Source: an optimization exercise on an open RTL-to-GDS flow (aim: small area, a short achievable clock period and few clock cycles per item). Production flows keep margins and buffers that such runs may drop. In this exercise RTL edits were held to simulation tests only and were not proved equivalent to the original. Power figures rest on the tool's default switching activity, not on a simulated workload.

==> flow/design.v, too long to show whole: its modules and the start of the top module <==
// module matrix_inverse_gj: 774 lines
module matrix_inverse_gj #(
    parameter int N    = 5,
    parameter int W    = 16,
    parameter int FRAC = 8
) (
    input  logic         clk,
    input  logic         reset,
    input  logic         in_valid,
    output logic         in_ready,
    input  logic [W-1:0] in_data,
    output logic         out_valid,
    input  logic         out_ready,
    output logic [W-1:0] out_data,
    output logic         out_last,
    output logic         busy,
    output logic         singular
);
  // ...
==> flow/flow/run.sh <==
#!/bin/bash
set -euo pipefail
bash standard.sh 'BUFFER_PORTS_ARGS=-buffer_cell sky130_fd_sc_hd__buf_4' \
    SETUP_SLACK_MARGIN=14.8 finish > flow_make.log 2>&1
==> flow/standard.sh <==
#!/bin/bash
# synth_recipe.tcl (not shown) runs the flow's synth.tcl, then flattens the netlist and writes it again
# the make line also repeats each setting of config.mk as NAME=value (left out here)
make -C /OpenROAD-flow-scripts/flow DESIGN_CONFIG=/design/flow/config.mk WORK_HOME=/design/flow/orfs CLKGATE_MAP_FILE= SYNTH_SCRIPT=/design/flow/synth_recipe.tcl "${@:-finish}"
==> flow/config.mk <==
export PLATFORM = sky130hd
export DESIGN_NAME = matrix_inverse_gj
export DESIGN_NICKNAME = matrix_inverse_gj
export VERILOG_FILES = /design/flow/design.v
export SDC_FILE = /design/flow/constraint.sdc
export NUM_CORES = 4
export LEC_CHECK = 0
export ABC_AREA = 1
export CAP_MARGIN = 20
export CORE_MARGIN = 2
export CORE_UTILIZATION = 40
export PLACE_DENSITY = 0.55
export SLEW_MARGIN = 20
==> flow/constraint.sdc <==
create_clock -name core_clock -period 20.0 [get_ports {clk}]
set_input_delay 4.0000 -clock core_clock [delete_from_list [all_inputs] [get_ports {clk}]]
set_output_delay 4.0000 -clock core_clock [all_outputs]
set_load 0.01 [all_outputs]
==> impl_metrics.toml, run 1 <==
[clock_network]
holdBufCountCts = 0
cts_tree = "done"

[finish]
n_fill_cell = 9054
syn_to_final_growth_pct = 12.8
regArea_um2 = 15000

[placed_design]
dp_cells = 5595
dpl.hpwl_um = 88100

[pwr]
power.density_nw_per_um2 = 146
clk-power_mw = 1.50
top_power_group = "combinational logic"

[status]
outcome = "timing/DRC/antenna clean"

[global_route]
grt_pass1_wl_um = 181000

[synth]
ys_ff_latch = 701
yosys_warnings = 7
synth_compound_area_frac = 0.149
synth_xor_area_frac = 0.0538
synthSimpleGateAreaFrac = 0.181
ys_seq_area_frac = 0.407
ys.flop_type = "dfxtp_1"

[critical_path]
worstRegToRegCells = 21
worst_path_max_delay_cell = "edfxtp_1"
crit_end = "out_data[12]"
crit_chain = "buf_6"
start_kind = "register"
crit_type = "register to output pin"

[routing]
drtIter0Drc = 2741
drt-met1-wl_um = 54400

[sta]
clock_skew_ps = 83.5
rsz0062_at_grt = "yes"
relSlewSlack = 0.265

[die]
die_x_um = 307
Testbench counts, summed over its fixed seeds: cycles 10,166, matrices 64.
==> inputs of run 2 (changes only) <==
--- a/flow/design.v
+++ b/flow/design.v
@@ -47,17 +47,16 @@
     logic        v1, n1, k1, v2, n2, k2;
     logic [2:0]  row1, row2, l1, l2;
     logic signed [15:0] a1, b1, x1, x2;
     logic [23:0] cs_s, cs_c;
     logic        cs_ci;
     logic        vv;
     logic [2:0]  vl;                   
     logic [2:0]  vrow;                 
-    logic [16:0] npmax;                
     logic        accept;
     assign accept = in_valid & r_in_ready;
     logic [15:0] rpos0, rpos1, ppos0, opos2;
     logic [4:0] rs_oh, ps_oh, or_oh;
     logic [2:0] orow;
     always_comb begin
         orow = '0;
         for (int i = 0; i < 5; i++) if (io == 3'(i)) orow = lrow[i];
@@ -540,18 +539,19 @@
     logic [2:0]  clog;
     logic        cwin;
     always_comb begin
         cval = '0;
         for (int r = 0; r < 5; r++) cval = cval | (q2[r] & {16{vrow == 3'(r)}});
     end
     assign clog = vl;
     assign cabs = cval[15] ? (16'd0 - cval) : cval;
-    assign cwin = (ldc | vv) && (($signed({cval[15], cval}) > $signed({1'b0, pmax})) ||
-                                 ($signed({cval[15], cval}) < $signed(npmax)));
+    logic [17:0] csum;
+    assign csum = {{2{cval[15]}}, cval} + {2'b00, pmax};
+    assign cwin = (ldc | vv) && (($signed({cval[15], cval}) > $signed({1'b0, pmax})) || csum[17]);
     logic [15:0] nrem, nrem2;
     logic        nbit, nbit2;
     always_comb begin
         logic [16:0] t;
         logic [17:0] e;
         t = {drem, 1'b0};
         e = {1'b0, t} - {2'b0, pmax};
         if (!e[17]) begin nrem = e[15:0]; nbit = 1'b1; end
@@ -643,17 +643,16 @@
             end else begin
                 lc <= lc + 3'd1;
             end
             if (last_el) st_load <= 1'b0;
         end
         vv <= k2;
         if (cwin) begin
             pmax  <= cabs;
-            npmax <= cval[15] ? {cval[15], cval} : (17'd0 - {1'b0, cval});
             plog  <= clog;
             psign <= cval[15];
             drem  <= crem;
             dcnt  <= 4'(5'd17 - {1'b0, cmsb});   
             dbusy <= (cabs > 16'd2);
             dq    <= (cabs > 16'd2) ? 17'd0 : 17'd32767;
         end else if (dbusy) begin
             if (dcnt == 4'd1) begin
@@ -697,17 +696,16 @@
                             if (npiv == 3'(i)) pmask[i] <= 1'b1;
                             if (plog == 3'(i)) lrow[i] <= lrow[ks];
                             if (ks == 3'(i))   lrow[i] <= npiv;
                         end
                         cur   <= ks;
                         ks    <= ks + 3'd1;
                         pm    <= 3'd1;
                         pmax  <= '0;
-                        npmax <= '0;
                         if (ks == 3'd4) outp <= 1'b1;
                         if (st_load) eblk <= 3'd6;
                     end
                 end
             end
         end
         if (eblk != 3'd0) begin
             eblk <= eblk - 3'd1;
@@ -733,17 +731,16 @@
         if (sflag) begin
             st_load    <= 1'b1;
             rdy_n = 1'b1;
             r_singular <= 1'b1;
             ph         <= 3'd2;
         end
         if (init) begin
             pmax  <= '0;
-            npmax <= '0;
             pmask <= '0;
             for (int i = 0; i < 5; i++) lrow[i] <= 3'(i);
             io <= '0; jo <= '0;
             ks <= '0; pm <= 3'd5; cur <= '0;
             outp  <= 1'b0;
             dbusy <= 1'b0;
             eblk  <= '0;
         end
==> impl_metrics.toml, run 2 <==
[synth]
yosys_warnings = 7
postSynthAreaPerCell_um2 = 8.18
synth_top_area_cell = "dfxtp_1"
async_flop_share = 0
ys.flop_type = "dfxtp_1"
syn_inst = 4426
ys_ff_latch = 684
synth.most_common_cell = "nand2_1"
synth_nets = 4763
synth_top_area_frac = 0.327
synth_commonest_cells = "nand2_1, dfxtp_1, inv_1"
synth-edff-count = 92
ys_seq_area_frac = 0.404
synth.top_cells.by_area = "dfxtp_1, nand2_1, edfxtp_1"
synth_cell_type_count = 76
netlist_area_um2 = 36200

[status]
outcome = "timing/DRC/antenna clean"

[finish]
utilization = 0.456
syn_to_final_growth_pct = 13.2
n_fill_cell = 8838
drive_gt1_frac = 0.0821
layout_commonest_cell = "nand2_1"
regArea_um2 = 14600
design_area_um2 = 41000
multi_input_comb_area_um2 = 19000
layout_common_cells = "nand2_1, dfxtp_1, inv_1"
finalNetCount = 4805

[sta]
relSlewSlack = 0.224
fin_crit_sh = 0.265
slew_viol_final = 0
clock_skew_ps = 58.9
finalSetupViolCount = 0
worst_pin_slew_ps = 1160
fmax_mhz = 189
hold_viol_final = 0
rsz0062_at_grt = "yes"
fin_setup_tns_ps = 0
min_period_ps = 5300
hold_ws_ps = 303

[critical_path]
worstPathArrival_ps = 1300
crit_chain = "buf_6"
path_buf_inv = 1
crit_family = "flip-flops"
crit_type = "register to output pin"
worst_path_max_delay_cell = "edfxtp_1"
start_kind = "register"
end_kind = "output pin"
crit_fanout = 1
worstPathRequired_ps = 16000
critical_path.max_stage_delay_ps = 480

[routing]
firstDrtPassIters = 8
num_vias = 30400
postRouteAntennaNets = 0
drc = 0
wire_per_inst_um = 20.7
drtIter0Drc = 2704
via_per_inst = 5.32
wirelength_um = 118000

[pwr]
pwr-share-comb = 0.451
clock_power_share = 0.259
power.density_nw_per_um2 = 141
p_switching_mw = 2.45
cellLeakagePower_nw = 18.4
switching_share = 0.423
p_int_mw = 3.34
p_seq_frac = 0.291
vdd.ir_drop.worst_mv = 0.166

[placed_design]
post_dp_cell_area_um2 = 37800
numPortBuffers = 40
dpl.hpwl_um = 87800
gp_congestion = 0.894

[global_route]
gr-total-overflow = 0
grt_max_degree = 58
grt_antenna_before_repair = 8
globalRouteTotalUtil = 0.249
grt_pass1_wl_um = 178000
grt_pass1_vias = 28900

[die]
die_h_um = 305
initial_core_util = 0.403
die-area_um2 = 92900
die_x_um = 305
io_pins = 41
fp.coreArea_um2 = 89900
rows = 110

[clock_network]
cts_root_buffer = "clkbuf_16"
h-tree-depth = 3
clk_latency_ps = 660
cts_tree = "done"
ctsLongestPathBuffers = 3
cts.sinks = 684
numCtsBuffers = 76
path_clk_slew_ps = 70

[run]
maxCapViolations = 0

[worst_hold_path]
worstHoldPathType = "register to register"
run 2: changes by cell type in the layout (fill, tap and decap cells not counted), moves of 12 or more:
cell / previous run / this run
nor2_1: 220 / 277
nand2_1: 982 / 1000
dfxtp_1: 608 / 591
inv_1: 554 / 535
o211ai_1: 57 / 40
a21oi_1: 220 / 200
o21ai_0: 289 / 227
a221oi_1: 29 / 41
run 2: metrics by stage:
stage / setup WS (ps) / cells / power, mW
3_5_place_dp: 13620 / 5540 / 4.26
5_1_grt: 14660 / 5705 / 6.22
6_report: 14700 / 5710 / 5.79
2_1_floorplan: 14800 / 4426 / 3.53
4_1_cts: 14670 / 5692 / 5.77
3_3_place_gp: 13680 / 5540 / 4.26
run 2: final cells by class:
| type | instances | area share |
|---|---|---|
| Sequential cell | 684 | 0.357 |
| Multi-Input combinational cell | 3032 | 0.465 |
| Timing Repair Buffer | 107 | 0.0231 |
| Inverter | 567 | 0.0529 |
| Antenna cell | 5 | 0.000305 |
| Clock buffer | 99 | 0.0512 |
| Clock inverter | 40 | 0.0153 |
| Tap cell | 1176 | 0.0359 |
run 2: repair_timing:
action,in CTS,in global routing
pin swaps,1,2
gates resized for setup,34,31
endpoints found under the setup margin,179,153
hold buffers,0,0
setup buffers,13,11
cloned,0,1
run 2: kinds of logic (layout without fill, tap and decap cells):
group,count (synthesis),after routing,synth area share
flip-flops,684,684,0.404
adder cells (fa/ha/maj),320,320,0.133
XOR/XNOR,224,224,0.0551
multiplexers,2,2,0.000553
AND/OR/NAND/NOR,1671,1671,0.196
other,0,5,0
buffers and inverters,710,813,0.0751
AO/OA/AOI/OAI,815,815,0.137
run 2: path summary, 6_finish.rpt:
kind / from / to / slack [ps] / cells past startpoint
worst max-delay path: register / out_data[9] / 14700 / 1
worst min-delay path: q4[2][2]$_DFF_P_ / q3[2][2]$_DFF_P_ / 300 / 0
worst max register to register: b1[11]$_DFFE_PP_ / cs_c[10]$_DFF_P_ / 15080 / 11
worst min register to register: q4[2][2]$_DFF_P_ / q3[2][2]$_DFF_P_ / 300 / 0
run 2: routing by layer:
metal | global-route usage | vias to the layer above | share of wire
met5 | 0 | - | 0.00023
met4 | 0.0801 | 4 | 0.033
met3 | 0.0307 | 199 | 0.061
met2 | 0.394 | 1002 | 0.44
met1 | 0.353 | 14400 | 0.46
li1 | - | 14700 | -
run 2: power groups by stage:
stage | Combinational (mW) | Clock [mW] | Sequential [mW]
after floorplan | 1.87 | 0 | 1.66
after global placement | 2.55 | 0 | 1.71
after detailed placement | 2.55 | 0 | 1.71
after CTS | 2.58 | 1.52 | 1.68
after global routing | 2.95 | 1.57 | 1.70
final | 2.61 | 1.50 | 1.68
Testbench counts of run 2, summed over its fixed seeds: cycles 10,166, matrices 64.

[separate check: timing with driven ports]
The flow's constraints put no driver on any port. The routed layouts listed below were extracted and timed again, unchanged, in two steps.
Step 1: set_driving_cell puts a clkbuf_16 on clk and a buf_2 on each other input, an assumption about the parent block.
Step 2 times the ports against the registers' clock, not the clock port: input delays grow and output delays shrink by t, the midpoint of the rising clock arrivals with the driver on.
Slacks: ideal / step 1 / step 2; pairs: ideal / step 1.
run | t (ns) | setup slack, ns | slew at the worst register clock pin (ns) | worst data-port slew with drivers (ns)
run 1 | 0.695 | 14.699 / 14.637 / 14.230 | 0.07 / 0.07 | 0.05
run 2 | 0.691 | 14.699 / 14.636 / 14.276 | 0.07 / 0.07 | 0.05
After both steps setup and hold are still met in every run listed. The setup slack of run 1, which loses most, moves by -0.062 ns with the drivers and by -0.469 ns with both steps.
